Background: an optimization exercise with open tools, aiming at small area. Do not read the settings as production practice.
Where RTL was checked, it was by simulation tests only, not by an equivalence proof against the original.
For run 7, only the layout was checked, not whether the RTL still works.
Power figures rest on the tool's default switching activity, not on a simulated workload.

==> flow/design.v <==
module regfile_bypass_wsel #(
  parameter int W = 32
) (
  input  logic         sel_b_i,
  input  logic [W-1:0] b_i,
  input  logic         sel_a_i,
  input  logic [W-1:0] a_i,
  input  logic         hold_i,
  input  logic [W-1:0] q_i,
  output logic [W-1:0] d_o
);
  assign d_o = ({W{sel_b_i}} & b_i) | ({W{sel_a_i}} & a_i) | ({W{hold_i}} & q_i);
endmodule
module regfile_bypass_aoi222 #(
  parameter int W = 32
) (
  input  logic         s0_i,
  input  logic [W-1:0] d0_i,
  input  logic         s1_i,
  input  logic [W-1:0] d1_i,
  input  logic         s2_i,
  input  logic [W-1:0] d2_i,
  output logic [W-1:0] y_o
);
  assign y_o = ~(({W{s0_i}} & d0_i) | ({W{s1_i}} & d1_i) | ({W{s2_i}} & d2_i));
endmodule
module regfile_bypass_nand #(
  parameter int W = 32,
  parameter int N = 4
) (
  input  logic [N*W-1:0] a_i,
  output logic [W-1:0]   y_o
);
  always_comb begin
    y_o = '1;
    for (int n = 0; n < N; n++) y_o = y_o & a_i[n*W +: W];
    y_o = ~y_o;
  end
endmodule
module regfile_bypass_or #(
  parameter int W = 32,
  parameter int N = 3
) (
  input  logic [N*W-1:0] a_i,
  output logic [W-1:0]   y_o
);
  always_comb begin
    y_o = '0;
    for (int n = 0; n < N; n++) y_o = y_o | a_i[n*W +: W];
  end
endmodule
module regfile_bypass_rsel #(
  parameter int W = 32,
  parameter int N = 33
) (
  input  logic [N-1:0]   sel_i,
  input  logic [N*W-1:0] src_i,
  output logic [W-1:0]   d_o
);
  localparam int NG  = (N + 2) / 3;         
  localparam int NN  = (NG + 3) / 4;        
  localparam int NP  = NG * 3;
  logic [NP-1:0]   sel;
  logic [NP*W-1:0] src;
  logic [NG*W-1:0] g;
  logic [NN*W-1:0] h;
  assign sel = NP'(sel_i);
  assign src = (NP*W)'(src_i);
  for (genvar j = 0; j < NG; j++) begin : g_aoi
    regfile_bypass_aoi222 #(.W(W)) u_aoi (
      .s0_i(sel[3*j]),   .d0_i(src[(3*j)*W +: W]),
      .s1_i(sel[3*j+1]), .d1_i(src[(3*j+1)*W +: W]),
      .s2_i(sel[3*j+2]), .d2_i(src[(3*j+2)*W +: W]),
      .y_o (g[j*W +: W])
    );
  end
  for (genvar m = 0; m < NN; m++) begin : g_nand
    localparam int LO = 4 * m;
    localparam int CNT = (NG - LO < 4) ? (NG - LO) : 4;
    regfile_bypass_nand #(.W(W), .N(CNT)) u_nand (
      .a_i(g[LO*W +: CNT*W]),
      .y_o(h[m*W +: W])
    );
  end
  regfile_bypass_or #(.W(W), .N(NN)) u_or (
    .a_i(h),
    .y_o(d_o)
  );
endmodule
module regfile_bypass #(
  parameter int DATA_W   = 32,
  parameter int ADDR_W   = 5,
  parameter int NUM_RD   = 4,
  parameter int ZERO_REG = 1
) (
  input  logic                       clk_i,
  input  logic                       rst_n_i,
  input  logic [NUM_RD*ADDR_W-1:0]   rd_addr_i,
  output logic [NUM_RD*DATA_W-1:0]   rd_data_o,
  output logic [NUM_RD-1:0]          rd_busy_o,
  input  logic                       wa_en_i,
  input  logic [ADDR_W-1:0]          wa_addr_i,
  input  logic [DATA_W-1:0]          wa_data_i,
  input  logic                       wb_en_i,
  input  logic [ADDR_W-1:0]          wb_addr_i,
  input  logic [DATA_W-1:0]          wb_data_i,
  input  logic                       rsv_en_i,
  input  logic [ADDR_W-1:0]          rsv_addr_i,
  output logic                       conflict_o
);
  localparam int DEPTH = 1 << ADDR_W;
  localparam int FIRST = (ZERO_REG != 0) ? 1 : 0;
  localparam int NREG  = DEPTH - FIRST;       
  localparam int NSRC  = NREG + 2;            
  logic [DATA_W-1:0] mem_q [DEPTH];
  logic [DEPTH-1:0]  valid_q;
  logic [DEPTH-1:0]  busy_q;
  logic              conflict_q;
  logic wa_ok;
  logic wb_ok;
  logic rsv_ok;
  function automatic logic is_zero(input logic [ADDR_W-1:0] a);
    is_zero = (ZERO_REG != 0) && (a == '0);
  endfunction
  assign wa_ok  = wa_en_i  && !is_zero(wa_addr_i);
  assign wb_ok  = wb_en_i  && !is_zero(wb_addr_i);
  assign rsv_ok = rsv_en_i && !is_zero(rsv_addr_i);
  for (genvar i = 0; i < DEPTH; i++) begin : g_reg
    if (i < FIRST) begin : g_zero
      assign mem_q[i]   = '0;
      assign valid_q[i] = 1'b0;
      assign busy_q[i]  = 1'b0;
    end else begin : g_real
      logic              wa_hit;
      logic              wb_hit;
      logic              rsv_hit;
      logic              wa_sel;
      logic              hold;
      logic [DATA_W-1:0] data_d;
      logic [DATA_W-1:0] data_q;
      logic              valid_r;
      logic              busy_r;
      assign wa_hit  = wa_ok  && (wa_addr_i  == ADDR_W'(i));
      assign wb_hit  = wb_ok  && (wb_addr_i  == ADDR_W'(i));
      assign rsv_hit = rsv_ok && (rsv_addr_i == ADDR_W'(i));
      assign wa_sel  = wa_hit && !wb_hit;
      assign hold    = !(wa_hit || wb_hit);
      regfile_bypass_wsel #(.W(DATA_W)) u_wsel (
        .sel_b_i(wb_hit), .b_i(wb_data_i),
        .sel_a_i(wa_sel), .a_i(wa_data_i),
        .hold_i (hold),   .q_i(data_q),
        .d_o    (data_d)
      );
      always_ff @(posedge clk_i) begin
        data_q <= data_d;
      end
      always_ff @(posedge clk_i or negedge rst_n_i) begin
        if (!rst_n_i) begin
          valid_r <= 1'b0;
          busy_r  <= 1'b0;
        end else begin
          valid_r <= valid_r || !hold;
          busy_r  <= rsv_hit || (busy_r && hold);
        end
      end
      assign mem_q[i]   = data_q;
      assign valid_q[i] = valid_r;
      assign busy_q[i]  = busy_r;
    end
  end
  always_ff @(posedge clk_i or negedge rst_n_i) begin
    if (!rst_n_i) begin
      conflict_q <= 1'b0;
    end else begin
      conflict_q <= wa_ok && wb_ok && (wa_addr_i == wb_addr_i);
    end
  end
  assign conflict_o = conflict_q;
  for (genvar k = 0; k < NUM_RD; k++) begin : g_rd
    logic [ADDR_W-1:0] ra;
    logic              wa_m;
    logic              wb_m;
    logic              rsv_m;
    logic              sel_r;
    logic [NSRC-1:0]   sel;
    logic [NSRC*DATA_W-1:0] src;
    logic              busy;
    assign ra    = rd_addr_i[k*ADDR_W +: ADDR_W];
    assign wa_m  = wa_ok  && (wa_addr_i  == ra);
    assign wb_m  = wb_ok  && (wb_addr_i  == ra);
    assign rsv_m = rsv_ok && (rsv_addr_i == ra);
    assign sel_r = rst_n_i && !wa_m && !wb_m;
    always_comb begin
      busy = 1'b0;
      for (int i = FIRST; i < DEPTH; i++) begin
        sel[i-FIRST] = sel_r && (ra == ADDR_W'(i)) && valid_q[i];
        src[(i-FIRST)*DATA_W +: DATA_W] = mem_q[i];
        busy = busy | ((ra == ADDR_W'(i)) && busy_q[i]);
      end
      sel[NREG]   = rst_n_i && wa_m && !wb_m;
      src[NREG*DATA_W +: DATA_W] = wa_data_i;
      sel[NREG+1] = rst_n_i && wb_m;
      src[(NREG+1)*DATA_W +: DATA_W] = wb_data_i;
      busy = busy && rst_n_i && !((wa_m || wb_m) && !rsv_m);
    end
    regfile_bypass_rsel #(.W(DATA_W), .N(NSRC)) u_rsel (
      .sel_i(sel), .src_i(src), .d_o(rd_data_o[k*DATA_W +: DATA_W])
    );
    assign rd_busy_o[k] = busy;
  end
endmodule
==> flow/flow/run.sh <==
#!/bin/bash
# Standard ORFS layout with a leaner clock tree (no dummy loads, larger
# sink clusters) and small port buffers. Each step's full log is under
# orfs/logs/; make's own output goes to flow.log.
set -uo pipefail
export CTS_ARGS="-sink_clustering_enable -repair_clock_nets -dont_use_dummy_load -buf_list sky130_fd_sc_hd__clkbuf_16 -sink_clustering_size 40 -sink_clustering_max_diameter 100"
export BUFFER_PORTS_ARGS="-buffer_cell sky130_fd_sc_hd__buf_2"
bash standard.sh > flow.log 2>&1
rc=$?
tail -40 flow.log
exit $rc
==> flow/standard.sh <==
#!/bin/bash
# synth_recipe.tcl (not shown) runs the flow's synth.tcl, then flattens the netlist and writes it again
# the make line also repeats each setting of config.mk as NAME=value (left out here)
make -C /OpenROAD-flow-scripts/flow DESIGN_CONFIG=/design/flow/config.mk WORK_HOME=/design/flow/orfs CLKGATE_MAP_FILE= SYNTH_SCRIPT=/design/flow/synth_recipe.tcl "${@:-finish}"
==> flow/config.mk <==
export PLATFORM = sky130hd
export DESIGN_NAME = regfile_bypass
export DESIGN_NICKNAME = regfile_bypass
export VERILOG_FILES = /design/flow/design.v
export SDC_FILE = /design/flow/constraint.sdc
export NUM_CORES = 4
export LEC_CHECK = 0
export CAP_MARGIN = 20
export CELL_PAD_IN_SITES_DETAIL_PLACEMENT = 1
export CELL_PAD_IN_SITES_GLOBAL_PLACEMENT = 1
export CORE_MARGIN = 2
export CORE_UTILIZATION = 25
export GPL_ROUTABILITY_DRIVEN = 1
export PLACE_DENSITY = 0.3
export SLEW_MARGIN = 20
export SYNTH_HIERARCHICAL = 1
==> flow/constraint.sdc <==
create_clock -name core_clock -period 10.0 [get_ports {clk_i}]
set_input_delay 2.0000 -clock core_clock [delete_from_list [all_inputs] [get_ports {clk_i}]]
set_output_delay 2.0000 -clock core_clock [all_outputs]
set_load 0.01 [all_outputs]
==> reports/results.ini, run 1 <==
[status]
status=finished clean

[setup_path]
worstPathMaxFanout=28
worstSetupStartpointType=input pin
crit_arrival_ns=7.08
slowest_stage=nand4_1
worstPathRequired_ns=8.00
worstSetupEndpointType=output port
cpPeakStageDelay_ns=0.81
crit_type=input pin to output port
path_cells=buf_2 -> or2_1 -> o41a_1 -> a41o_1 -> nor2b_1 -> buf_4 -> and4_2 -> buf_4 -> a222oi_1 -> nand4_1 -> or3_1 -> buf_2

[timing]
rsz0062_at_grt=no
finalCriticalPeriod_ns=9.081
hold_viol=0
finalSetupTns_ns=0
slew_headroom=0.1212
worstMarginPinSlew_ns=1.315
worst_slack_ns=0.9189
fmax_ghz=0.1101
drv_slew=0
setup_viol=0
fin_crit_sh=0.9081
fin_skew_ns=0

[yosys]
postSynthAreaPerCell_sq_um=9.696
synth_enable_flop_cells=0
netlist.area_leader.share=0.3790
synthFlopType=dfxtp_1
yosysSeqAreaShare=0.3381
yosys_register_bits=1055
synthArstFlopShare=0.05972
synth.most_common_cell=a222oi_1
synth.distinct_cells=81
synthCells=6538
synth_area_leader_cell=a222oi_1
ys_top_cells_by_count=a222oi_1, inv_1, dfxtp_1
netlist_area_sq_um=63390
netlist_top_cells_area=a222oi_1, dfxtp_1, buf_6, inv_1, buf_2
yosysWarningCount=11

[cts]
cts_tree=yes
cts_setup_buffers=0
insertion_delay_ns=0.70
postCtsHoldBufs=0
h-tree-depth=3
clk_path_buf_depth=3
clkTransAtPathRegs_ns=0.07
root_buffer=clkbuf_16
clock_sinks=1055
cts_resized=0
cts_made_buffers=77

[place]
dp_hpwl_um=358800
place.port_buffers=236
gp_congestion=0.9325
place_area_sq_um=67170
place_ws_ns=1.146

[grt]
antenna_found_initial=86
grt_usage=0.4133
grt_max_degree=52
grt_first_pass_wirelength_um=722800
grt_pass1_vias=70560
gr-total-overflow=0

[drt]
ant_nets=0
viasPerCell=7.747
vias=77130
wirelength_um=560500
drtPass1Iterations=19
drt_iter0_drc=25170
drc_errors=0
routedWlPerCell_um=56.30

[min_path]
hp-class=flop to flop

[floorplan]
io_pins=237
rows=184
coreArea_sq_um=251900
dieHeight_um=507.6
fp.dieArea_sq_um=257600
fp.dieW_um=507.6
floorplan.initialDensity=0.2517

[finish]
area_growth_pct=9.610
final_nets=6563
drive_gt1_frac=0.1473
fin_util=0.2759
fin_area_sq_um=69480

[power_and_ir_drop]
finalPower_mw=12.65
p_per_area_nw_per_um2=182.0
p_leak_nw=30.05
ir_drop_mv=0.1457

[flow_run]
maxCapViolCount=0

[flip-flops by register name, summed over array words and instances (netlist names)]
name,count
g.g_real.busy_r,31
g.g_real.data_q,992
g.g_real.valid_r,31
conflict_q,1
[stage by stage]
stage | std cells | hold WS, ns
2_1_floorplan | 6538 | 0.4732
3_3_place_gp | 9726 | 0.5015
3_5_place_dp | 9728 | 0.4993
4_1_cts | 9805 | 0.5203
5_1_grt | 9933 | 0.5271
6_report | 9956 | 0.5167
[cell families after synthesis]
family / count (synthesis) / share of synthesized area
xor gates and xnor gates: 65 / 0.008981
buffers and inverters: 1778 / 0.1555
muxes: 20 / 0.003632
DFF: 1055 / 0.3381
AOI/OAI and AO/OA: 2555 / 0.3968
and+or+nand+nor: 1065 / 0.09699
[area by class of cell]
type / instances / area (sq um)
inverter: 1002 / 3761
antenna: 151 / 377.9
timing repair buffer: 618 / 4146
sequential: 1055 / 21440
multi-input combinational: 3705 / 33650
clock buffer: 77 / 1927
fill: 28740 / 182400
tap: 3348 / 4189
[placed cells by master, fill, tap and decap left out, types with 120 or more instances in the layout]
cell and instances:
nand4_1 263, buf_4 376, nand3_1 187, a222oi_1 2400
or3_1 129, buf_2 235, inv_1 1001, diode_2 151
nand2_1 120, dfxtp_1 992
[per-layer routing]
layer,GRT usage,up-vias,part of all wire
met4,0.2563,26,0.074
met2,0.6099,6630,0.42
met3,0.1153,1290,0.12
met5,0,-,0.00034
li1,-,29060,-
met1,0.5301,40130,0.39
[critical path, delay by kind of cell]
kind | cells | cell delay [ns]
AO/OA/AOI/OAI | 3 | 1.06
buffers and inverters | 4 | 1.07
AND/OR/NAND/NOR | 5 | 2.88
[report_power, final]
part / switching (mW) / internal (mW) / leakage, nW / total [mW]
Combinational: 1.60 / 0.928 / 20.1 / 2.53
Sequential: 1.68 / 5.27 / 9.02 / 6.95
Clock: 1.80 / 1.36 / 0.949 / 3.17
[path summary, 6_finish.rpt]
| path | startpoint | endpoint | slack [ns] | depth (start not counted) |
|---|---|---|---|---|
| setup / recovery | wb_addr_i[3] | rd_data_o[6] | 0.92 | 12 |
| hold / removal | g_reg[8].g_real.busy_r$_DFF_PN0_ | g_reg[8].g_real.busy_r$_DFF_PN0_ | 0.52 | 1 |
| setup reg to reg | g_reg[12].g_real.valid_r$_DFF_PN0_ | g_reg[12].g_real.valid_r$_DFF_PN0_ | 9.04 | 1 |
| hold reg to reg | g_reg[8].g_real.busy_r$_DFF_PN0_ | g_reg[8].g_real.busy_r$_DFF_PN0_ | 0.52 | 1 |
| max in group asynchronous | rst_n_i | g_reg[14].g_real.valid_r$_DFF_PN0_ | 7.55 | 2 |
| min in group asynchronous | rst_n_i | g_reg[27].g_real.valid_r$_DFF_PN0_ | 1.17 | 1 |
==> run 2, diff against run 1 <==
==> flow/run.sh (new file) <==
#!/bin/bash
# synth_recipe.tcl (not shown) runs the flow's synth.tcl, then flattens the netlist and writes it again
# the make line also repeats each setting of config.mk as NAME=value (left out here)
make -C /OpenROAD-flow-scripts/flow DESIGN_CONFIG=/design/flow/config.mk WORK_HOME=/design/flow/orfs CLKGATE_MAP_FILE= SYNTH_SCRIPT=/design/flow/synth_recipe.tcl finish
removed: flow/flow/run.sh
removed: flow/standard.sh
==> reports/results.ini, run 2 <==
[cts]
cts_setup_buffers=0  ; unchanged
clkTransAtPathRegs_ns=0.05  ; -0.02 ns
h-tree-depth=4  ; +1
clock_sinks=1055  ; unchanged
postCtsHoldBufs=0  ; unchanged
insertion_delay_ns=0.81  ; +0.11 ns
cts_resized=0  ; unchanged
cts_tree=yes
root_buffer=clkbuf_16
clk_path_buf_depth=3  ; unchanged
cts_made_buffers=146  ; +90%

[drt]
routedWlPerCell_um=56.96  ; +1.2%
drt_iter0_drc=26690  ; +6.0%
vias=79760  ; +3.4%
drtPass1Iterations=17  ; -2
ant_nets=0  ; unchanged
wirelength_um=578700  ; +3.2%
drc_errors=0  ; unchanged
viasPerCell=7.851  ; +1.3%

[power_and_ir_drop]
p_leak_nw=31.83  ; +5.9%
ir_drop_mv=0.1829  ; +26%
p_per_area_nw_per_um2=206.4  ; +13%

[grt]
grt_usage=0.4272  ; +0.01388
gr-total-overflow=0  ; unchanged
grt_pass1_vias=74000  ; +4.9%
grt_max_degree=45  ; -13%
grt_first_pass_wirelength_um=745900  ; +3.2%
antenna_found_initial=91  ; +5.8%

[yosys]
postSynthAreaPerCell_sq_um=9.696  ; unchanged
netlist_top_cells_area=a222oi_1, dfxtp_1, buf_6, inv_1, buf_2
synth_enable_flop_cells=0  ; unchanged
synthArstFlopShare=0.05972  ; unchanged
yosysSeqAreaShare=0.3381  ; unchanged
yosys_register_bits=1055  ; unchanged
synthFlopType=dfxtp_1
synth_area_leader_cell=a222oi_1
yosysWarningCount=11  ; unchanged
netlist_area_sq_um=63390  ; unchanged
synthCells=6538  ; unchanged
synth.distinct_cells=81  ; unchanged
ys_top_cells_by_count=a222oi_1, inv_1, dfxtp_1
synth.most_common_cell=a222oi_1
netlist.area_leader.share=0.3790  ; unchanged

[timing]
drv_slew=0  ; unchanged
finalSetupTns_ns=0  ; unchanged
fin_crit_sh=0.9457  ; +0.03763
fin_skew_ns=0  ; unchanged
worstMarginPinSlew_ns=1.315  ; -0.0002738 ns
finalCriticalPeriod_ns=9.457  ; +0.3763 ns
hold_viol=0  ; unchanged
slew_headroom=0.1216  ; +0.0004590
fmax_ghz=0.1057  ; -4.0%
setup_viol=0  ; unchanged
rsz0062_at_grt=no

[finish]
area_growth_pct=17.61
final_common_cell=a222oi_1
largest_reg_flops=992  ; unchanged
regMostFlops=g.g_real.data_q
reg_top3=g.g_real.data_q x992, g.g_real.busy_r x31, g.g_real.valid_r x31
drive_gt1_frac=0.1457  ; -0.001595
final_nets=6705  ; +2.2%
layout_common_cells=a222oi_1, inv_1, dfxtp_1
fin_util=0.2960  ; +0.02013

[place]
gp_congestion=0.9270  ; -0.59%
place.port_buffers=236  ; unchanged
dp_hpwl_um=363000  ; +1.2%

[min_path]
hp-class=flop to flop

[setup_path]
worstPathRequired_ns=8.00  ; about the same
worstSetupEndpointType=output port
path_delay_family=buffers and inverters
crit_type=input pin to output port
slowest_stage=and4_2
crit_arrival_ns=7.46  ; +0.38 ns
worstSetupStartpointType=input pin
worstPathMaxFanout=20  ; -29%
worst_path_most_repeated_cell=buf_4
cpPeakStageDelay_ns=0.94  ; +0.13 ns
path_cells=clkdlybuf4s50_1 -> o41a_1 -> a41o_1 -> buf_4 -> nor2b_1 -> buf_4 -> and4_2 -> buf_4 -> a222oi_1 -> nand4_1 -> buf_4 -> or3_1 -> clkdlybuf4s50_1
crit_buf_inv=6  ; +2

[floorplan]
fp.dieArea_sq_um=257600  ; unchanged
io_pins=237  ; unchanged
fp.dieW_um=507.6  ; unchanged
rows=184  ; unchanged
dieHeight_um=507.6  ; unchanged
floorplan.initialDensity=0.2517  ; unchanged
coreArea_sq_um=251900  ; unchanged

[status]
status=finished clean

[flow_run]
maxCapViolCount=0  ; unchanged

-- run 2: cell count changes in the layout (fill, tap and decap cells not counted), moves of 29 or more --
| cell | previous run | this run |
|---|---|---|
| buf_12 | 6 | 45 |
| buf_2 | 235 | 33 |
| clkbuf_16 | 77 | 154 |
| clkdlybuf4s50_1 | 0 | 202 |
| buf_4 | 376 | 409 |
| diode_2 | 151 | 98 |
| clkbuf_1 | 0 | 29 |
-- run 2: power by group --
part           switching (mW)  total [mW]  internal, mW
combinational            1.58        2.62          1.04
clock                    2.34        5.75          3.41
sequential               1.74        7.02          5.28
total                    5.66        15.4          9.73
-- run 2: stage by stage --
stage / area (sq um) / hold WS [ns] / instances / setup slack (ns) / total power, mW
2_1_floorplan: 63390 / 0.4732 / 6538 / 3.383 / 7.748
3_3_place_gp: 69120 / 0.5064 / 9796 / 0.6861 / 9.446
3_5_place_dp: 69230 / 0.5173 / 9801 / 0.7077 / 9.533
4_1_cts: 74310 / 0.5330 / 10060 / 0.7081 / 15.29
5_1_grt: 74440 / 0.5721 / 10110 / 0.5419 / 15.88
6_report: 74550 / 0.5391 / 10160 / 0.5427 / 15.39
-- run 2: final timing paths --
path	end	cells past startpoint	slack [ns]	startpoint
worst min register to register	g_reg[8].g_real.busy_r$_DFF_PN0_	1	0.54	g_reg[8].g_real.busy_r$_DFF_PN0_
worst min-delay path	g_reg[8].g_real.busy_r$_DFF_PN0_	1	0.54	g_reg[8].g_real.busy_r$_DFF_PN0_
worst max register to register	g_reg[12].g_real.valid_r$_DFF_PN0_	1	8.95	g_reg[12].g_real.valid_r$_DFF_PN0_
max in group asynchronous	g_reg[29].g_real.busy_r$_DFF_PN0_	3	7.66	rst_n_i
worst max-delay path	rd_data_o[6]	13	0.54	wb_addr_i[4]
min in group asynchronous	g_reg[30].g_real.valid_r$_DFF_PN0_	2	1.34	rst_n_i
-- run 2: cells by family (layout without fill, tap and decap cells) --
logic type | after synthesis | in the layout | synth area share
compound gates | 2555 | 2555 | 0.3968
buf+inv | 1778 | 1953 | 0.1555
simple gates | 1065 | 1065 | 0.09699
flops | 1055 | 1055 | 0.3381
xor+xnor | 65 | 65 | 0.008981
mux | 20 | 20 | 0.003632
other cells | 0 | 98 | 0
-- run 2: final cells by class --
class | count | area (sq um)
fill | 28280 | 177300
multi-input combinational | 3705 | 33650
sequential | 1055 | 21440
timing repair buffer | 691 | 6201
clock buffer | 208 | 4307
tap | 3348 | 4189
inverter | 1002 | 3761
clock inverter | 52 | 769.5
antenna | 98 | 245.2
-- run 2: per-layer routing --
layer,track usage,up-vias,share of wire
li1,-,29450,-
met1,0.5344,40990,0.38
met2,0.6075,7480,0.41
met3,0.1440,1797,0.13
met4,0.3085,50,0.084
met5,0.005926,-,0.00078
==> run 3, diff against run 2 <==
==> flow/config.mk (replaced) <==
export PLATFORM = sky130hd
export DESIGN_NAME = regfile_bypass
export DESIGN_NICKNAME = regfile_bypass
export VERILOG_FILES = /design/flow/design.v
export SDC_FILE = /design/flow/constraint.sdc
export NUM_CORES = 4
export LEC_CHECK = 0
export CAP_MARGIN = 20
export CORE_MARGIN = 2
export CORE_UTILIZATION = 70
export PLACE_DENSITY = 0.8
export SLEW_MARGIN = 20
export SYNTH_HIERARCHICAL = 1
==> reports/results.ini, run 3 <==
[yosys]
netlist_area_sq_um=63390  ; unchanged
muxShareOfSynthArea=0.003632  ; unchanged
synth_area_leader_cell=a222oi_1
synthFlopType=dfxtp_1
synth_top_family_by_area=compound AO/OA/AOI/OAI gates
yosysSeqAreaShare=0.3381  ; unchanged
synth_xor_area_frac=0.008981  ; unchanged
synth_enable_flop_cells=0  ; unchanged
synth.most_common_cell=a222oi_1
postSynthAreaPerCell_sq_um=9.696  ; unchanged
netlist.area_leader.share=0.3790  ; unchanged
synth_fa_ha_area_frac=0  ; unchanged
synth.distinct_cells=81  ; unchanged
synthCells=6538  ; unchanged
yosys_register_bits=1055  ; unchanged
yosys.area_share.simple=0.09699  ; unchanged
ys_top_cells_by_count=a222oi_1, inv_1, dfxtp_1
yosysWarningCount=11  ; unchanged
synth_compound_area_frac=0.3968  ; unchanged
netlist_top_cells_area=a222oi_1, dfxtp_1, buf_6, inv_1, buf_2
synthArstFlopShare=0.05972  ; unchanged

[floorplan]
rows=110  ; -40%
fp.dieW_um=304.9  ; -40%
floorplan.initialDensity=0.7053  ; +0.4537
dieHeight_um=304.9  ; -40%
io_pins=237  ; unchanged

[status]
stop_stage=global routing
stop_error=[ERROR GRT-0116] Global routing finished with congestion. Check the congestion regions in the DRC Viewer.
status=aborted with a tool error

[place]
place_area_sq_um=65330  ; -5.6%
place_ws_ns=0.9595  ; +0.2518 ns
dp_hpwl_um=231200  ; -36%
gp_congestion=1.184  ; +28%
place.port_buffers=236  ; unchanged

[grt]
grt_first_pass_wirelength_um=621500
grt_max_degree=57
grt_usage=0.8951
grt_pass1_vias=84390
gr-total-overflow=270

[cts]
root_buffer=clkbuf_16
cts_made_buffers=110  ; -25%
clk_path_buf_depth=3  ; unchanged
postCtsHoldBufs=0  ; unchanged
h-tree-depth=3  ; -1
cts_resized=0  ; unchanged
cts_setup_buffers=0  ; unchanged
clock_sinks=1055  ; unchanged

==> run 3: cell counts after synthesis <==
Identical to the previous run, type by type.
==> run 3: cell families after synthesis <==
group / Yosys count
AOI/OAI and AO/OA: 2555
xor gates and xnor gates: 65
buffers and inverters: 1778
DFF: 1055
muxes: 20
and+or+nand+nor: 1065
==> run 3: metal layers <==
layer | GRT overflow | global-route usage
met1 | 24 | 0.9153
met2 | 104 | 0.9683
met3 | 24 | 0.8278
met4 | 109 | 0.8531
met5 | 9 | 0.6351
==> run 3: through the flow <==
| stage | hold slack (ns) | cells | util |
|---|---|---|---|
| after floorplan | 0.4732 | 6538 | - |
| after global placement | 0.4891 | 7519 | 0.7266 |
| after detailed placement | 0.5144 | 7520 | 0.7269 |
| after CTS | 0.5278 | 7721 | 0.7695 |
==> run 3: worst max path at each step <==
stage,to,startpoint,cells after the start
after floorplan,rd_data_o[32],wb_addr_i[2],12
after global placement,rd_data_o[75],wb_addr_i[3],12
after detailed placement,rd_data_o[76],wb_addr_i[2],12
after CTS,rd_data_o[76],wb_addr_i[2],12
==> run 3: power groups by stage <==
| stage | Clock, mW | Sequential [mW] | Combinational (mW) |
|---|---|---|---|
| floorplan | 0 | 6.32 | 1.43 |
| global placement | 0 | 6.70 | 2.12 |
| detailed placement | 0 | 6.75 | 2.25 |
| CTS | 4.39 | 6.70 | 2.28 |
==> run 4, diff against run 3 <==
--- a/flow/design.v
+++ b/flow/design.v
@@ -183,7 +183,10 @@
     logic              rsv_m;
     logic              sel_r;
+    logic              busy_en;
+    logic [NREG-1:0]   dec;
     logic [NSRC-1:0]   sel;
     logic [NSRC*DATA_W-1:0] src;
-    logic              busy;
+    logic [NREG-1:0]   busy_src;
+    logic              busy_any;
     assign ra    = rd_addr_i[k*ADDR_W +: ADDR_W];
     assign wa_m  = wa_ok  && (wa_addr_i  == ra);
@@ -191,10 +194,11 @@
     assign rsv_m = rsv_ok && (rsv_addr_i == ra);
     assign sel_r = rst_n_i && !wa_m && !wb_m;
+    assign busy_en = rst_n_i && !((wa_m || wb_m) && !rsv_m);
     always_comb begin
-      busy = 1'b0;
       for (int i = FIRST; i < DEPTH; i++) begin
-        sel[i-FIRST] = sel_r && (ra == ADDR_W'(i)) && valid_q[i];
+        dec[i-FIRST] = (ra == ADDR_W'(i));
+        sel[i-FIRST] = sel_r && dec[i-FIRST] && valid_q[i];
         src[(i-FIRST)*DATA_W +: DATA_W] = mem_q[i];
-        busy = busy | ((ra == ADDR_W'(i)) && busy_q[i]);
+        busy_src[i-FIRST] = busy_q[i];
       end
       sel[NREG]   = rst_n_i && wa_m && !wb_m;
@@ -202,10 +206,12 @@
       sel[NREG+1] = rst_n_i && wb_m;
       src[(NREG+1)*DATA_W +: DATA_W] = wb_data_i;
-      busy = busy && rst_n_i && !((wa_m || wb_m) && !rsv_m);
     end
     regfile_bypass_rsel #(.W(DATA_W), .N(NSRC)) u_rsel (
       .sel_i(sel), .src_i(src), .d_o(rd_data_o[k*DATA_W +: DATA_W])
     );
-    assign rd_busy_o[k] = busy;
-  end
-endmodule
+    regfile_bypass_rsel #(.W(1), .N(NREG)) u_bsel (
+      .sel_i(dec), .src_i(busy_src), .d_o(busy_any)
+    );
+    assign rd_busy_o[k] = busy_any && busy_en;
+  end
+endmodule
==> flow/flow/run.sh (new file) <==
#!/bin/bash
# Standard ORFS layout with a leaner clock tree (no dummy loads, larger
# sink clusters) and small port buffers. Each step's full log is under
# orfs/logs/; make's own output goes to flow.log.
set -uo pipefail
export CTS_ARGS="-sink_clustering_enable -repair_clock_nets -dont_use_dummy_load -buf_list sky130_fd_sc_hd__clkbuf_16 -sink_clustering_size 20 -sink_clustering_max_diameter 100"
export BUFFER_PORTS_ARGS="-buffer_cell sky130_fd_sc_hd__buf_2"
bash standard.sh > flow.log 2>&1
rc=$?
tail -40 flow.log
exit $rc
==> flow/standard.sh (new file) <==
#!/bin/bash
# synth_recipe.tcl (not shown) runs the flow's synth.tcl, then flattens the netlist and writes it again
# the make line also repeats each setting of config.mk as NAME=value (left out here)
make -C /OpenROAD-flow-scripts/flow DESIGN_CONFIG=/design/flow/config.mk WORK_HOME=/design/flow/orfs CLKGATE_MAP_FILE= SYNTH_SCRIPT=/design/flow/synth_recipe.tcl "${@:-finish}"
--- a/flow/config.mk
+++ b/flow/config.mk
@@ -6,8 +6,11 @@
 export NUM_CORES = 4
 export LEC_CHECK = 0
-export CAP_MARGIN = 20
+export CAP_MARGIN = 5
+export CELL_PAD_IN_SITES_DETAIL_PLACEMENT = 1
+export CELL_PAD_IN_SITES_GLOBAL_PLACEMENT = 1
 export CORE_MARGIN = 2
-export CORE_UTILIZATION = 70
-export PLACE_DENSITY = 0.8
-export SLEW_MARGIN = 20
+export CORE_UTILIZATION = 30
+export GPL_ROUTABILITY_DRIVEN = 1
+export PLACE_DENSITY = 0.38
+export SLEW_MARGIN = 5
 export SYNTH_HIERARCHICAL = 1
removed: flow/run.sh
==> reports/results.ini, run 4 <==
[cts]
postCtsHoldBufs=0  ; unchanged
root_buffer=clkbuf_16
cts_setup_buffers=0  ; unchanged
clk_path_buf_depth=3  ; unchanged
cts_made_buffers=78  ; -29%
cts_resized=0  ; unchanged
h-tree-depth=3  ; unchanged
insertion_delay_ns=0.73
clkTransAtPathRegs_ns=0.06
cts_tree=yes
clock_sinks=1055  ; unchanged

[yosys]
synthCells=6513  ; -0.38%
netlist.area_leader.share=0.3885  ; +0.009509
postSynthAreaPerCell_sq_um=9.669  ; -0.28%
yosys_register_bits=1055  ; unchanged
netlist_area_sq_um=62970  ; -0.66%
synthFlopType=dfxtp_1
ys_top_cells_by_count=a222oi_1, inv_1, dfxtp_1
synth.most_common_cell=a222oi_1
netlist_top_cells_area=a222oi_1, dfxtp_1, buf_6, inv_1, nand4_1
synthArstFlopShare=0.05972  ; unchanged
yosysWarningCount=14  ; +3
synth_area_leader_cell=a222oi_1
yosysSeqAreaShare=0.3404  ; +0.002244
synth.distinct_cells=46  ; -43%
synth_enable_flop_cells=0  ; unchanged

[drt]
drt_iter0_drc=28360
ant_nets=0
drtPass1Iterations=22
viasPerCell=8.615
wirelength_um=535800
routedWlPerCell_um=58.41
drc_errors=0
vias=79030

[finish]
area_growth_pct=6.455
layout_common_cells=a222oi_1, inv_1, dfxtp_1
instances_no_fill=9173
final_nets=6432
regMostFlops=g.g_real.data_q
drive_gt1_frac=0.1280
fin_area_sq_um=67040
final_common_cell=a222oi_1
largest_reg_flops=992
reg_top3=g.g_real.data_q x992, g.g_real.busy_r x31, g.g_real.valid_r x31

[place]
place_ws_ns=1.148  ; +0.1885 ns
dp_hpwl_um=318300  ; +38%
placedCellCount=9052  ; +20%
place.port_buffers=236  ; unchanged
place_area_sq_um=64970  ; -0.55%
gp_congestion=0.9746  ; -18%

[power_and_ir_drop]
ir_drop_mv=0.1323
p_leak_nw=29.45
p_per_area_nw_per_um2=185.0

[floorplan]
fp.dieArea_sq_um=213600
floorplan.initialDensity=0.3011  ; -0.4043
coreArea_sq_um=209200
fp.dieW_um=462.2  ; +52%
dieHeight_um=462.2  ; +52%
io_pins=237  ; unchanged
rows=168  ; +53%

[timing]
rsz0062_at_grt=no
finalCriticalPeriod_ns=9.149
setup_viol=0
finalSetupTns_ns=0
drv_slew=66
fin_crit_sh=0.9149
slew_headroom=-0.04832
fin_skew_ns=0
worstMarginPinSlew_ns=1.572
worst_slack_ns=0.8511
hold_viol=0
fmax_ghz=0.1093

[setup_path]
path_delay_family=simple AND/OR/NAND/NOR gates
worstSetupStartpointType=input pin
crit_type=input pin to output port
crit_buf_inv=4
startpoint=wb_addr_i[4]
worstPathMaxFanout=25
reg2reg_from=g_reg[10].g_real.data_q[24]$_DFF_P_
cpPeakStageDelay_ns=1.16
slowest_stage=and3_2
worstSetupEndpointType=output port
worstPathRequired_ns=8.00
crit_arrival_ns=7.15
path_cells=buf_2 -> or2_1 -> o41ai_4 -> nor4_2 -> buf_4 -> nor4b_2 -> and3_2 -> buf_4 -> a222oi_1 -> nand4_1 -> or3_1 -> buf_2

[status]
status=finished with violations
so_faults=max-capacitance violations, max-slew violations

[min_path]
hp-class=flop to flop
holdCritStartpoint=g_reg[12].g_real.valid_r$_DFF_PN0_

[grt]
antenna_found_initial=78
grt_pass1_vias=72830
grt_usage=0.4761
grt_first_pass_wirelength_um=690400
gr-total-overflow=0
grt_max_degree=37

[flow_run]
maxCapViolCount=2

run 4: path summary, 6_finish.rpt:
check                                                      end  slack [ns]  depth (start not counted)
max                                             rd_data_o[105]        0.85                         12
min in group asynchronous    g_reg[8].g_real.valid_r$_DFF_PN0_        1.16                          1
min                         g_reg[12].g_real.valid_r$_DFF_PN0_        0.52                          1
max reg2reg                g_reg[10].g_real.data_q[24]$_DFF_P_        9.11                          2
min reg2reg                 g_reg[12].g_real.valid_r$_DFF_PN0_        0.52                          1
max in group asynchronous    g_reg[7].g_real.valid_r$_DFF_PN0_        7.58                          3
run 4: per-stage QoR:
step                      hold WS [ns]  power [mW]  utilization
after global routing            0.5658       12.83       0.3201
after global placement          0.5114       8.990       0.3107
after CTS                       0.5222       12.24       0.3200
after floorplan                 0.4629       7.712            -
after detailed placement        0.5082       9.101       0.3107
final                           0.5229       12.40       0.3205
run 4: logic make-up after synthesis:
kind of cell / after synthesis / share of synthesized area
DFF: 1055 / 0.3404
buffers and inverters: 1754 / 0.1538
AOI/OAI and AO/OA: 2515 / 0.3966
xor gates and xnor gates: 65 / 0.009040
and+or+nand+nor: 1120 / 0.09990
other: 4 / 0.0002384
run 4: cell type report:
class,instances,area [sq um]
fillers,23620,142100
multi-input cells,3716,33190
flip-flops and latches,1055,21440
inverters,993,3727
well taps,2805,3510
repair buffers,484,3118
clock buffers,78,1952
diodes,42,105.1
run 4: where the power goes:
part / switching, mW / internal, mW / leakage [nW] / total [mW]
Clock: 1.80 / 1.38 / 0.961 / 3.18
Combinational: 1.45 / 0.899 / 19.5 / 2.35
Sequential: 1.59 / 5.28 / 9.02 / 6.86
Total: 4.85 / 7.56 / 29.5 / 12.4
run 4: routing by layer:
layer	share of wire	track usage	vias to the layer above
li1	-	-	28600
met1	0.37	0.5886	40270
met2	0.39	0.6491	8161
met3	0.16	0.2218	1951
met4	0.080	0.3208	44
met5	0.0010	0.01131	-
==> run 5, diff against run 4 <==
--- a/flow/config.mk
+++ b/flow/config.mk
@@ -6,11 +6,11 @@
 export NUM_CORES = 4
 export LEC_CHECK = 0
-export CAP_MARGIN = 5
+export CAP_MARGIN = 20
 export CELL_PAD_IN_SITES_DETAIL_PLACEMENT = 1
 export CELL_PAD_IN_SITES_GLOBAL_PLACEMENT = 1
 export CORE_MARGIN = 2
-export CORE_UTILIZATION = 30
+export CORE_UTILIZATION = 25
 export GPL_ROUTABILITY_DRIVEN = 1
-export PLACE_DENSITY = 0.38
-export SLEW_MARGIN = 5
+export PLACE_DENSITY = 0.3
+export SLEW_MARGIN = 20
 export SYNTH_HIERARCHICAL = 1
==> reports/results.ini, run 5 <==
[yosys]
synthArstFlopShare=0.05972  ; unchanged
synth.most_common_cell=a222oi_1
synthCells=6513  ; unchanged
synth.distinct_cells=46  ; unchanged
yosysSeqAreaShare=0.3404  ; unchanged
netlist_area_sq_um=62970  ; unchanged
synthFlopType=dfxtp_1
yosys_register_bits=1055  ; unchanged
netlist_top_cells_area=a222oi_1, dfxtp_1, buf_6, inv_1, nand4_1
ys_top_cells_by_count=a222oi_1, inv_1, dfxtp_1
synth_area_leader_cell=a222oi_1
yosysWarningCount=14  ; unchanged
netlist.area_leader.share=0.3885  ; unchanged
postSynthAreaPerCell_sq_um=9.669  ; unchanged
synth_enable_flop_cells=0  ; unchanged

[floorplan]
dieHeight_um=505.9  ; +9.5%
fp.dieArea_sq_um=255900  ; +20%
fp.dieW_um=505.9  ; +9.5%
floorplan.initialDensity=0.2510  ; -0.05014
io_pins=237  ; unchanged
coreArea_sq_um=250900  ; +20%
rows=184  ; +9.5%

[cts]
cts_resized=0  ; unchanged
clkTransAtPathRegs_ns=0.05  ; about the same
insertion_delay_ns=0.76  ; +0.03 ns
h-tree-depth=3  ; unchanged
postCtsHoldBufs=0  ; unchanged
cts_tree=yes
cts_made_buffers=86  ; +10%
clock_sinks=1055  ; unchanged
root_buffer=clkbuf_16
cts_setup_buffers=0  ; unchanged
clk_path_buf_depth=3  ; unchanged

[finish]
final_common_cell=a222oi_1
final_nets=6544  ; +1.7%
regMostFlops=g.g_real.data_q
regArea_sq_um=21440  ; unchanged
fin_area_sq_um=68760  ; +2.6%
reg_top3=g.g_real.data_q x992, g.g_real.busy_r x31, g.g_real.valid_r x31
area_growth_pct=9.193
num-fill-cells=28460  ; +20%
layout_common_cells=a222oi_1, inv_1, dfxtp_1
multi_input_area_sq_um=33070  ; -0.37%
drive_gt1_frac=0.1438  ; +0.01579
largest_reg_flops=992  ; unchanged
fin_util=0.2740  ; -0.04651

[drt]
vias=78890  ; -0.17%
viasPerCell=8.042  ; -6.6%
ant_nets=0  ; unchanged
drtPass1Iterations=15  ; -32%
drt_iter0_drc=26230  ; -7.5%
routedWlPerCell_um=59.50  ; +1.9%
wirelength_um=583700  ; +8.9%
drc_errors=0  ; unchanged

[min_path]
holdCritStartpoint=g_reg[14].g_real.valid_r$_DFF_PN0_
hp-class=flop to flop

[power_and_ir_drop]
combinationalPowerShare=0.187  ; -0.003
finalPower_mw=12.87  ; +3.8%
p_int_mw=7.698  ; +1.9%
seqPwrFrac=0.550  ; -0.004
p_leak_nw=30.22  ; +2.6%
ir_drop_mv=0.1386  ; +4.8%
clock_power_share=0.263  ; +0.006
switching_share=0.4019  ; +0.01115
power_switching_mw=5.172  ; +6.7%
p_per_area_nw_per_um2=187.2  ; +1.2%

[place]
dp_hpwl_um=375400  ; +18%
gp_congestion=0.9471  ; -2.8%
place.port_buffers=236  ; unchanged
place_area_sq_um=66530  ; +2.4%
place_ws_ns=1.082  ; -0.06591 ns

[setup_path]
worstSetupStartpointType=input pin
reg2reg_from=g_reg[1].g_real.data_q[30]$_DFF_P_
worstPathRequired_ns=8.00  ; about the same
worstSetupEndpointType=output port
startpoint=wb_addr_i[0]
crit_type=input pin to output port
worstPathMaxFanout=21  ; -16%
crit_arrival_ns=6.99  ; -0.16 ns

[status]
status=finished clean

[timing]
worst_slack_ns=1.009  ; +0.1580 ns
finalSetupTns_ns=0  ; unchanged
hold_viol=0  ; unchanged
slew_headroom=0.08760  ; +0.1359
fin_crit_sh=0.8991  ; -0.01580
finalCriticalPeriod_ns=8.991  ; -0.1580 ns
drv_slew=0  ; -100%
fmax_ghz=0.1112  ; +1.8%
setup_viol=0  ; unchanged
fin_skew_ns=0  ; unchanged
rsz0062_at_grt=no
worstMarginPinSlew_ns=1.369  ; -0.2039 ns

[grt]
grt_first_pass_wirelength_um=747500  ; +8.3%
grt_max_degree=50  ; +35%
gr-total-overflow=0  ; unchanged
antenna_found_initial=60  ; -23%
grt_pass1_vias=73270  ; +0.60%
grt_usage=0.4299  ; -0.04617

[flow_run]
maxCapViolCount=0  ; -2

[run 5: stage by stage]
step | cells | hold slack [ns]
6_report | 9809 | 0.5290
5_1_grt | 9789 | 0.5403
3_3_place_gp | 9696 | 0.4992
2_1_floorplan | 6525 | 0.4629
3_5_place_dp | 9700 | 0.5020
4_1_cts | 9786 | 0.5160
[run 5: kinds of logic after synthesis]
family,count (synthesis),synth area share
AO/OA/AOI/OAI,2515,0.3966
buffers and inverters,1754,0.1538
AND/OR/NAND/NOR,1120,0.09990
flip-flops,1055,0.3404
XOR/XNOR,65,0.009040
other,4,0.0002384
[run 5: critical path, cell delays in order]
cell,delay [ns]
buf_2,0.22
or2_1,0.65
o41ai_4,0.21
o31ai_2,0.78
nor3_4,0.18
and3_2,0.69
buf_4,0.45
a222oi_1,0.43
nand4_1,0.53
or3_1,0.59
buf_2,0.18
[run 5: final cells by class]
cell class | count | area share
multi-input combinational | 3716 | 0.4809
sequential | 1055 | 0.3117
tap | 3348 | 0.06092
timing repair buffer | 588 | 0.06012
inverter | 993 | 0.05420
clock buffer | 86 | 0.03130
antenna | 23 | 0.0008370
[run 5: worst paths after layout]
check | endpoint | slack [ns] | cells after the start
min in group asynchronous | g_reg[6].g_real.busy_r$_DFF_PN0_ | 1.20 | 1
hold reg to reg | g_reg[14].g_real.valid_r$_DFF_PN0_ | 0.53 | 1
max in group asynchronous | g_reg[11].g_real.valid_r$_DFF_PN0_ | 7.61 | 2
setup / recovery | rd_data_o[55] | 1.01 | 11
setup reg to reg | g_reg[1].g_real.data_q[30]$_DFF_P_ | 9.07 | 2
hold / removal | g_reg[14].g_real.valid_r$_DFF_PN0_ | 0.53 | 1
[run 5: power by group through the flow]
stage	logic (mW)	clock network (mW)	registers, mW
after CTS	2.34	3.45	6.97
after global routing	2.57	3.56	7.16
after detailed placement	2.34	0	7.05
after global placement	2.26	0	7.05
after floorplan	1.40	0	6.32
final	2.41	3.38	7.08
[run 5: metal layers]
layer	wire length, um	GRT usage	vias up
li1	-	-	28810
met1	230600	0.5673	41270
met2	234900	0.6049	7336
met3	79810	0.1471	1439
met4	38030	0.2431	40
met5	276	0	-
==> run 6, diff against run 5 <==
--- a/flow/design.v
+++ b/flow/design.v
@@ -1,15 +1,2 @@
-module regfile_bypass_wsel #(
-  parameter int W = 32
-) (
-  input  logic         sel_b_i,
-  input  logic [W-1:0] b_i,
-  input  logic         sel_a_i,
-  input  logic [W-1:0] a_i,
-  input  logic         hold_i,
-  input  logic [W-1:0] q_i,
-  output logic [W-1:0] d_o
-);
-  assign d_o = ({W{sel_b_i}} & b_i) | ({W{sel_a_i}} & a_i) | ({W{hold_i}} & q_i);
-endmodule
 module regfile_bypass_aoi222 #(
   parameter int W = 32
@@ -39,8 +26,10 @@
 endmodule
 module regfile_bypass_or #(
-  parameter int W = 32,
-  parameter int N = 3
+  parameter int W    = 32,
+  parameter int N    = 3,
+  parameter bit FLIP = 1'b0
 ) (
   input  logic [N*W-1:0] a_i,
+  input  logic           flip_i,
   output logic [W-1:0]   y_o
 );
@@ -48,12 +37,15 @@
     y_o = '0;
     for (int n = 0; n < N; n++) y_o = y_o | a_i[n*W +: W];
+    if (FLIP) y_o = y_o ^ {W{flip_i}};
   end
 endmodule
 module regfile_bypass_rsel #(
-  parameter int W = 32,
-  parameter int N = 33
+  parameter int W    = 32,
+  parameter int N    = 33,
+  parameter bit FLIP = 1'b0
 ) (
   input  logic [N-1:0]   sel_i,
   input  logic [N*W-1:0] src_i,
+  input  logic           flip_i,
   output logic [W-1:0]   d_o
 );
@@ -83,7 +75,8 @@
     );
   end
-  regfile_bypass_or #(.W(W), .N(NN)) u_or (
-    .a_i(h),
-    .y_o(d_o)
+  regfile_bypass_or #(.W(W), .N(NN), .FLIP(FLIP)) u_or (
+    .a_i   (h),
+    .flip_i(flip_i),
+    .y_o   (d_o)
   );
 endmodule
@@ -126,4 +119,16 @@
   assign wb_ok  = wb_en_i  && !is_zero(wb_addr_i);
   assign rsv_ok = rsv_en_i && !is_zero(rsv_addr_i);
+  logic              phase_q;
+  logic [DATA_W-1:0] wa_enc;      
+  logic [DATA_W-1:0] wb_enc;      
+  always_ff @(posedge clk_i or negedge rst_n_i) begin
+    if (!rst_n_i) begin
+      phase_q <= 1'b0;
+    end else begin
+      phase_q <= !phase_q;
+    end
+  end
+  assign wa_enc = wa_data_i ^ {DATA_W{phase_q}};
+  assign wb_enc = wb_data_i ^ {DATA_W{phase_q}};
   for (genvar i = 0; i < DEPTH; i++) begin : g_reg
     if (i < FIRST) begin : g_zero
@@ -138,5 +143,5 @@
       logic              hold;
       logic [DATA_W-1:0] data_d;
-      logic [DATA_W-1:0] data_q;
+      logic [DATA_W-1:0] data_q;      
       logic              valid_r;
       logic              busy_r;
@@ -146,9 +151,9 @@
       assign wa_sel  = wa_hit && !wb_hit;
       assign hold    = !(wa_hit || wb_hit);
-      regfile_bypass_wsel #(.W(DATA_W)) u_wsel (
-        .sel_b_i(wb_hit), .b_i(wb_data_i),
-        .sel_a_i(wa_sel), .a_i(wa_data_i),
-        .hold_i (hold),   .q_i(data_q),
-        .d_o    (data_d)
+      regfile_bypass_aoi222 #(.W(DATA_W)) u_wsel (
+        .s0_i(wb_hit), .d0_i(wb_enc),
+        .s1_i(wa_sel), .d1_i(wa_enc),
+        .s2_i(hold),   .d2_i(data_q),
+        .y_o (data_d)
       );
       always_ff @(posedge clk_i) begin
@@ -187,6 +192,7 @@
     logic [NSRC-1:0]   sel;
     logic [NSRC*DATA_W-1:0] src;
-    logic [NREG-1:0]   busy_src;
-    logic              busy_any;
+    logic [2*NREG-1:0] bv_src;       
+    logic [1:0]        bv_any;       
+    logic              flip;
     assign ra    = rd_addr_i[k*ADDR_W +: ADDR_W];
     assign wa_m  = wa_ok  && (wa_addr_i  == ra);
@@ -200,18 +206,20 @@
         sel[i-FIRST] = sel_r && dec[i-FIRST] && valid_q[i];
         src[(i-FIRST)*DATA_W +: DATA_W] = mem_q[i];
-        busy_src[i-FIRST] = busy_q[i];
+        bv_src[2*(i-FIRST) +: 2] = {valid_q[i], busy_q[i]};
       end
       sel[NREG]   = rst_n_i && wa_m && !wb_m;
-      src[NREG*DATA_W +: DATA_W] = wa_data_i;
+      src[NREG*DATA_W +: DATA_W] = wa_enc;
       sel[NREG+1] = rst_n_i && wb_m;
-      src[(NREG+1)*DATA_W +: DATA_W] = wb_data_i;
-    end
-    regfile_bypass_rsel #(.W(DATA_W), .N(NSRC)) u_rsel (
-      .sel_i(sel), .src_i(src), .d_o(rd_data_o[k*DATA_W +: DATA_W])
-    );
-    regfile_bypass_rsel #(.W(1), .N(NREG)) u_bsel (
-      .sel_i(dec), .src_i(busy_src), .d_o(busy_any)
-    );
-    assign rd_busy_o[k] = busy_any && busy_en;
-  end
-endmodule
+      src[(NREG+1)*DATA_W +: DATA_W] = wb_enc;
+    end
+    assign flip = phase_q && rst_n_i && (wa_m || wb_m || bv_any[1]);
+    regfile_bypass_rsel #(.W(DATA_W), .N(NSRC), .FLIP(1'b1)) u_rsel (
+      .sel_i(sel), .src_i(src), .flip_i(flip),
+      .d_o(rd_data_o[k*DATA_W +: DATA_W])
+    );
+    regfile_bypass_rsel #(.W(2), .N(NREG)) u_bsel (
+      .sel_i(dec), .src_i(bv_src), .flip_i(1'b0), .d_o(bv_any)
+    );
+    assign rd_busy_o[k] = bv_any[0] && busy_en;
+  end
+endmodule
==> reports/results.ini, run 6 <==
[timing]
worstMarginPinSlew_ns=1.353  ; -0.01581 ns
worst_slack_ns=0.7453  ; -0.2638 ns
rsz0062_at_grt=no
drv_slew=0  ; unchanged
setup_viol=0  ; unchanged
fmax_ghz=0.1081  ; -2.9%
finalCriticalPeriod_ns=9.255  ; +0.2638 ns
hold_viol=0  ; unchanged
slew_headroom=0.09815  ; +0.01054
fin_skew_ns=0.08989  ; +0.08989 ns
finalSetupTns_ns=0  ; unchanged
fin_crit_sh=0.9255  ; +0.02638

[finish]
largest_reg_flops=992  ; unchanged
final_nets=5900  ; -9.8%
area_growth_pct=11.53
drive_gt1_frac=0.1855  ; +0.04170
reg_top3=g.g_real.data_q x992, g.g_real.busy_r x31, g.g_real.valid_r x31
fin_area_sq_um=69240  ; +0.70%
final_common_cell=a222oi_1
num-fill-cells=27310  ; -4.0%
regMostFlops=g.g_real.data_q
layout_common_cells=a222oi_1, dfxtp_1, buf_4

[drt]
wirelength_um=596800  ; +2.2%
ant_nets=0  ; unchanged
drtPass1Iterations=17  ; +2
topRoutingLayerUsed=met5
routedWlPerCell_um=65.10  ; +9.4%
met3_length_um=84930  ; +6.4%
drt_iter0_drc=28530  ; +8.8%
wl_met2_um=241600  ; +2.9%
drc_errors=0  ; unchanged
viasPerCell=8.680  ; +7.9%
vias=79570  ; +0.86%
wl_met1_um=220300  ; -4.5%

[floorplan]
fp.dieW_um=502.3  ; -0.70%
coreArea_sq_um=246400  ; -1.8%
io_pins=237  ; unchanged
dieHeight_um=502.3  ; -0.70%
fp.dieArea_sq_um=252300  ; -1.4%
floorplan.initialDensity=0.2520  ; +0.001018
rows=182  ; -1.1%

[place]
place_ws_ns=0.9889  ; -0.09328 ns
dp_hpwl_um=377800  ; +0.62%
place.port_buffers=236  ; unchanged
gp_congestion=0.9874  ; +4.3%
place_area_sq_um=66730  ; +0.30%

[cts]
insertion_delay_ns=0.83  ; +0.07 ns
postCtsHoldBufs=0  ; unchanged
clkTransAtPathRegs_ns=0.06  ; about the same
root_buffer=clkbuf_16
cts_tree=yes
clk_path_buf_depth=3  ; unchanged
clock_sinks=1056  ; +0.095%
cts_resized=0  ; unchanged
cts_made_buffers=83  ; -3.5%
h-tree-depth=3  ; unchanged
cts_setup_buffers=0  ; unchanged

[status]
status=finished clean

[setup_path]
crit_buf_inv=4  ; +1
reg2reg_depth=5  ; +3
startpoint=rd_addr_i[14]
rr_endpoint=g_reg[30].g_real.data_q[26]$_DFF_P_
reg2reg_from=phase_q$_DFF_PN0_
crit_type=input pin to output port
worstPathMaxFanout=31  ; +48%
path_cells=buf_2 -> xor2_1 -> nor3_1 -> nor3_2 -> and3_2 -> buf_4 -> a222oi_1 -> nand4_1 -> nor3_1 -> buf_4 -> xnor2_1 -> buf_2
crit_arrival_ns=7.25  ; +0.26 ns
worstSetupEndpointType=output port
path_delay_family=simple AND/OR/NAND/NOR gates
r2r_slack_ns=6.41  ; -2.66 ns
cpPeakStageDelay_ns=1.09  ; +0.31 ns
slowest_stage=nor3_1
cp.depth=12  ; +1
endpoint=rd_data_o[79]
worstPathRequired_ns=8.00  ; about the same
worstSetupStartpointType=input pin

[grt]
antenna_found_initial=61  ; +1.7%
grt_first_pass_wirelength_um=762800  ; +2.0%
grt_max_degree=49  ; -2.0%
grt_pass1_vias=73480  ; +0.29%
grt_usage=0.4500  ; +0.02008
gr-total-overflow=0  ; unchanged

[power_and_ir_drop]
p_leak_nw=24.96  ; -17%
ir_drop_mv=0.1438  ; +3.7%
finalPower_mw=13.83  ; +7.5%
p_per_area_nw_per_um2=199.8  ; +6.7%

[yosys]
netlist_area_sq_um=62080  ; -1.4%
postSynthAreaPerCell_sq_um=10.72  ; +11%
synthCells=5794  ; -11%
yosysWarningCount=14  ; unchanged

[flow_run]
maxCapViolCount=0  ; unchanged

[min_path]
hp-class=flop to flop

-- run 6: worst min path at each step --
stage / start / end / slack [ns] / cells past startpoint
floorplan: g_reg[11].g_real.data_q[21]$_DFF_P_ / g_reg[11].g_real.data_q[21]$_DFF_P_ / 0.48 / 1
detailed placement: g_reg[8].g_real.data_q[19]$_DFF_P_ / g_reg[8].g_real.data_q[19]$_DFF_P_ / 0.52 / 1
CTS: g_reg[18].g_real.data_q[22]$_DFF_P_ / g_reg[18].g_real.data_q[22]$_DFF_P_ / 0.53 / 1
global route: g_reg[15].g_real.data_q[20]$_DFF_P_ / g_reg[15].g_real.data_q[20]$_DFF_P_ / 0.55 / 1
finish: g_reg[18].g_real.data_q[22]$_DFF_P_ / g_reg[18].g_real.data_q[22]$_DFF_P_ / 0.53 / 1
global placement: g_reg[13].g_real.data_q[13]$_DFF_P_ / g_reg[13].g_real.data_q[13]$_DFF_P_ / 0.51 / 1
-- run 6: layout make-up --
type                       instances  area [sq um]  share of cell area
timing repair buffer             676          5102             0.07369
antenna                           61         152.6            0.002204
sequential                      1056         21460              0.3100
tap                             3312          4144             0.05985
inverter                           2         7.507           0.0001084
clock buffer                      83          2077             0.03000
multi-input combinational       3977         36300              0.5242
-- run 6: report_power, final --
part / internal, mW / total [mW] / switching [mW] / leakage, nW
Combinational: 1.14 / 2.90 / 1.76 / 14.8
Sequential: 5.53 / 7.62 / 2.09 / 9.14
Clock: 1.46 / 3.31 / 1.85 / 1.02
-- run 6: per-stage QoR --
stage / hold WS (ns) / std cells / util
finish: 0.5341 / 9167 / 0.2810
global route: 0.5476 / 9114 / 0.2805
CTS: 0.5283 / 9094 / 0.2793
detailed placement: 0.5159 / 9011 / 0.2708
global placement: 0.5071 / 9009 / 0.2706
floorplan: 0.4827 / 5822 / -
-- run 6: routing by layer --
metal,vias to the layer above,global-route usage
met5,-,0.01294
met4,30,0.3277
met3,2054,0.1926
met2,8371,0.6349
met1,41140,0.5403
li1,27970,-
==> run 7, diff against run 6 <==
==> flow/design.v (replaced) <==
module regfile_bypass #(
  parameter int DATA_W   = 32,
  parameter int ADDR_W   = 5,
  parameter int NUM_RD   = 4,
  parameter int ZERO_REG = 1
) (
  input  logic                       clk_i,
  input  logic                       rst_n_i,
  input  logic [NUM_RD*ADDR_W-1:0]   rd_addr_i,
  output logic [NUM_RD*DATA_W-1:0]   rd_data_o,
  output logic [NUM_RD-1:0]          rd_busy_o,
  input  logic                       wa_en_i,
  input  logic [ADDR_W-1:0]          wa_addr_i,
  input  logic [DATA_W-1:0]          wa_data_i,
  input  logic                       wb_en_i,
  input  logic [ADDR_W-1:0]          wb_addr_i,
  input  logic [DATA_W-1:0]          wb_data_i,
  input  logic                       rsv_en_i,
  input  logic [ADDR_W-1:0]          rsv_addr_i,
  output logic                       conflict_o
);
  localparam int DEPTH = 1 << ADDR_W;
  logic [DATA_W-1:0] mem_q [DEPTH];
  logic [DEPTH-1:0]  busy_q;
  logic              conflict_q;
  logic wa_ok;
  logic wb_ok;
  logic rsv_ok;
  function automatic logic is_zero(input logic [ADDR_W-1:0] a);
    is_zero = (ZERO_REG != 0) && (a == '0);
  endfunction
  always_comb begin
    wa_ok  = wa_en_i  && !is_zero(wa_addr_i);
    wb_ok  = wb_en_i  && !is_zero(wb_addr_i);
    rsv_ok = rsv_en_i && !is_zero(rsv_addr_i);
  end
  for (genvar i = 0; i < DEPTH; i++) begin : g_reg
    logic wa_hit;
    logic wb_hit;
    logic rsv_hit;
    assign wa_hit  = wa_ok  && (wa_addr_i  == ADDR_W'(i));
    assign wb_hit  = wb_ok  && (wb_addr_i  == ADDR_W'(i));
    assign rsv_hit = rsv_ok && (rsv_addr_i == ADDR_W'(i));
    always_ff @(posedge clk_i or negedge rst_n_i) begin
      if (!rst_n_i) begin
        mem_q[i]  <= '0;
        busy_q[i] <= 1'b0;
      end else begin
        if (wb_hit) begin
          mem_q[i] <= wb_data_i;
        end else if (wa_hit) begin
          mem_q[i] <= wa_data_i;
        end
        if (rsv_hit) begin
          busy_q[i] <= 1'b1;
        end else if (wa_hit || wb_hit) begin
          busy_q[i] <= 1'b0;
        end
      end
    end
  end
  always_ff @(posedge clk_i or negedge rst_n_i) begin
    if (!rst_n_i) begin
      conflict_q <= 1'b0;
    end else begin
      conflict_q <= wa_ok && wb_ok && (wa_addr_i == wb_addr_i);
    end
  end
  assign conflict_o = conflict_q;
  for (genvar k = 0; k < NUM_RD; k++) begin : g_rd
    logic [ADDR_W-1:0] ra;
    logic [DATA_W-1:0] data;
    logic              busy;
    logic              wa_m;
    logic              wb_m;
    logic              rsv_m;
    assign ra    = rd_addr_i[k*ADDR_W +: ADDR_W];
    assign wa_m  = wa_ok  && (wa_addr_i  == ra);
    assign wb_m  = wb_ok  && (wb_addr_i  == ra);
    assign rsv_m = rsv_ok && (rsv_addr_i == ra);
    always_comb begin
      data = mem_q[ra];
      busy = busy_q[ra];
      if (wb_m) begin
        data = wb_data_i;
      end else if (wa_m) begin
        data = wa_data_i;
      end
      if ((wa_m || wb_m) && !rsv_m) begin
        busy = 1'b0;
      end
      if (!rst_n_i || is_zero(ra)) begin
        data = '0;
        busy = 1'b0;
      end
    end
    assign rd_data_o[k*DATA_W +: DATA_W] = data;
    assign rd_busy_o[k]                  = busy;
  end
endmodule
==> flow/run.sh (new file) <==
#!/bin/bash
# synth_recipe.tcl (not shown) runs the flow's synth.tcl, then flattens the netlist and writes it again
# the make line also repeats each setting of config.mk as NAME=value (left out here)
make -C /OpenROAD-flow-scripts/flow DESIGN_CONFIG=/design/flow/config.mk WORK_HOME=/design/flow/orfs CLKGATE_MAP_FILE= SYNTH_SCRIPT=/design/flow/synth_recipe.tcl finish
==> flow/config.mk (replaced) <==
export PLATFORM = sky130hd
export DESIGN_NAME = regfile_bypass
export DESIGN_NICKNAME = regfile_bypass
export VERILOG_FILES = /design/flow/design.v
export SDC_FILE = /design/flow/constraint.sdc
export NUM_CORES = 4
export LEC_CHECK = 0
export CAP_MARGIN = 20
export CORE_MARGIN = 2
export CORE_UTILIZATION = 15
export PLACE_DENSITY = 0.25
export SLEW_MARGIN = 20
removed: flow/flow/run.sh
removed: flow/standard.sh
==> reports/results.ini, run 7 <==
[finish]
multi_input_area_sq_um=48020  ; +32%
drive_gt1_frac=0.1481  ; -0.03743
num-fill-cells=56970  ; +110%
final_common_cell=dfrtp_1
largest_reg_flops=1023  ; +3.1%
regArea_sq_um=26430  ; +23%
final_nets=9249  ; +57%
regMostFlops=mem_q
reg_top3=mem_q x1023, busy_q x32, conflict_q x1
area_growth_pct=26.47
layout_common_cells=dfrtp_1, mux2i_1, a21oi_1

[timing]
drv_slew=0  ; unchanged
setup_viol=0  ; unchanged
fin_skew_ns=0  ; -0.08989 ns
finalCriticalPeriod_ns=9.541  ; +0.2858 ns
slew_headroom=0.1032  ; +0.005017
worstMarginPinSlew_ns=1.345  ; -0.007525 ns
rsz0062_at_grt=no
worst_slack_ns=0.4595  ; -0.2858 ns
hold_viol=0  ; unchanged
fin_crit_sh=0.9541  ; +0.02858
finalSetupTns_ns=0  ; unchanged
fmax_ghz=0.1048  ; -3.0%

[yosys]
yosysSeqAreaShare=0.3402
netlist_top_cells_area=dfrtp_1, mux2i_1, a22oi_1, a21oi_1, a221oi_1
synth_enable_flop_cells=0
synth_area_leader_cell=dfrtp_1
synth.distinct_cells=81
synth.most_common_cell=dfrtp_1
ys_top_cells_by_count=dfrtp_1, nor2_1, mux2i_1
yosys_register_bits=1056
netlist.area_leader.share=0.3402
synthCells=9177  ; +58%
postSynthAreaPerCell_sq_um=8.465  ; -21%
synthArstFlopShare=1.000
netlist_area_sq_um=77680  ; +25%
synthFlopType=dfrtp_1
yosysWarningCount=2  ; -12

[place]
place_ws_ns=0.5797  ; -0.4092 ns
gp_congestion=1.010  ; +2.3%
place.port_buffers=236  ; unchanged
dp_hpwl_um=661500  ; +75%

[cts]
h-tree-depth=4  ; +1
cts_made_buffers=164  ; +98%
root_buffer=clkbuf_16
clock_sinks=1056  ; unchanged
cts_resized=0  ; unchanged
clkTransAtPathRegs_ns=0.06  ; about the same
postCtsHoldBufs=0  ; unchanged
cts_setup_buffers=0  ; unchanged
clk_path_buf_depth=4  ; +1
cts_tree=yes
insertion_delay_ns=0.99  ; +0.16 ns

[power_and_ir_drop]
p_per_area_nw_per_um2=200.1  ; +0.14%
p_leak_nw=36.80  ; +47%
ir_drop_mv=0.1177  ; -18%

[setup_path]
r2r_slack_ns=8.75  ; +2.34 ns
worstPathRequired_ns=8.00  ; about the same
worstSetupStartpointType=input pin
reg2reg_from=mem_q[12][12]$_DFFE_PN0P_
crit_arrival_ns=7.54  ; +0.29 ns
path_cells=clkdlybuf4s50_1 -> or2_1 -> o41a_4 -> nand4_4 -> nand2_4 -> buf_4 -> a2111oi_0 -> buf_4 -> a2111oi_0 -> buf_4 -> clkdlybuf4s50_1
worstSetupEndpointType=output port
startpoint=wb_addr_i[0]
crit_type=input pin to output port
worstPathMaxFanout=22  ; -29%
worst_path_most_repeated_cell=buf_4
reg2reg_depth=2  ; -3
cpPeakStageDelay_ns=0.87  ; -0.22 ns
slowest_stage=clkdlybuf4s50_1

[drt]
drtPass1Iterations=7  ; -10
wirelength_um=980700  ; +64%
vias=101500  ; +28%
ant_nets=0  ; unchanged
viasPerCell=6.212  ; -28%
drt_iter0_drc=17260  ; -40%
routedWlPerCell_um=60.04  ; -7.8%
drc_errors=0  ; unchanged

[floorplan]
fp.dieArea_sq_um=523700  ; +110%
rows=264  ; +45%
fp.dieW_um=723.6  ; +44%
io_pins=237  ; unchanged
coreArea_sq_um=516300  ; +110%
dieHeight_um=723.6  ; +44%
floorplan.initialDensity=0.1505  ; -0.1015

[flow_run]
maxCapViolCount=0  ; unchanged

[status]
status=finished clean

[grt]
grt_first_pass_wirelength_um=1198000  ; +57%
grt_usage=0.3595  ; -0.09047
gr-total-overflow=0  ; unchanged
grt_pass1_vias=90640  ; +23%
grt_max_degree=141  ; +190%
antenna_found_initial=177  ; +190%

[min_path]
hold_depth=0  ; -1
holdCritStartpoint=mem_q[0][0]$_DFFE_PN0P_
hp-class=flop to flop

-- run 7: critical path: cells and delay by family --
| kind | cells | cell delay, ns |
|---|---|---|
| AOI/OAI and AO/OA | 3 | 1.34 |
| buffers and inverters | 5 | 2.29 |
| and+or+nand+nor | 3 | 1.76 |
-- run 7: where the power goes --
group          switching, mW  internal, mW  leakage (nW)  total, mW
Clock                   2.69          3.75          2.79       6.44
Combinational           2.74          1.56          21.4       4.30
Sequential              3.56          5.36          12.6       8.92
Total                   8.99          10.7          36.8       19.7
-- run 7: path summary, 6_finish.rpt --
path,to
worst min-delay path,mem_q[0][0]$_DFFE_PN0P_
min in group asynchronous,mem_q[17][29]$_DFFE_PN0P_
worst min register to register,mem_q[0][0]$_DFFE_PN0P_
worst max-delay path,rd_data_o[125]
max in group asynchronous,mem_q[29][5]$_DFFE_PN0P_
worst max register to register,mem_q[12][12]$_DFFE_PN0P_
-- run 7: layout make-up --
| class | instances | share of cell area |
|---|---|---|
| multi-input combinational | 6922 | 0.4888 |
| sequential | 1056 | 0.2690 |
| timing repair buffer | 962 | 0.09127 |
| tap | 6916 | 0.08808 |
| clock buffer | 236 | 0.04851 |
| clock inverter | 62 | 0.009322 |
| antenna | 140 | 0.003566 |
| inverter | 39 | 0.001490 |
-- run 7: cell families (layout without fill, tap and decap cells) --
logic type | count (synthesis) | count (layout) | synth area share
compound gates | 3524 | 3524 | 0.3134
simple gates | 2318 | 2318 | 0.1372
buf+inv | 1199 | 1299 | 0.06409
flops | 1056 | 1056 | 0.3402
mux | 1015 | 1015 | 0.1378
xor+xnor | 65 | 65 | 0.007329
other cells | 0 | 140 | 0
-- run 7: per-layer routing --
layer | GRT usage | wire [um] | vias to the layer above
met4 | 0.2594 | 81600 | 42
met1 | 0.4456 | 397200 | 53280
li1 | - | - | 35490
met2 | 0.5282 | 413200 | 9495
met5 | 0 | 380 | -
met3 | 0.1068 | 88310 | 3157
-- run 7: metrics by stage --
stage	utilization	hold slack [ns]	cell area, sq um	power, mW	cells
detailed placement	0.1784	0.3657	92090	12.89	15890
floorplan	-	0.4294	77680	8.751	9177
finish	0.1903	0.3752	98250	19.66	16330
CTS	0.1894	0.3794	97770	19.38	16190
global route	0.1897	0.3897	97960	19.90	16220
global placement	0.1777	0.3652	91750	12.91	15880

-- what the ideal ports hide --
How much do the figures lean on ideal ports? The routed layouts below were timed once more, with nothing changed but the port constraints.
Step 1 sets driving cells, clkbuf_16 on the clock port and buf_2 on the other inputs (assumed; they add their load-dependent delay and slew).
Step 2 also shifts input and output timing later by t, the mid clock arrival at the registers, as if the neighbouring blocks saw the same clock.
Slacks: no drivers / after step 1 / after step 2; pairs: no drivers / after step 1.
run	t (ns)	setup slack, ns
run 1	0.853	0.919 / 0.892 / 0.892
run 2	0.928	0.543 / 0.518 / 0.518
run 4	0.840	0.851 / 0.829 / 0.829
run 5	0.890	1.009 / 0.983 / 0.983
run 6	0.878	0.745 / 0.707 / 0.707
run 7	1.079	0.459 / 0.433 / 0.433
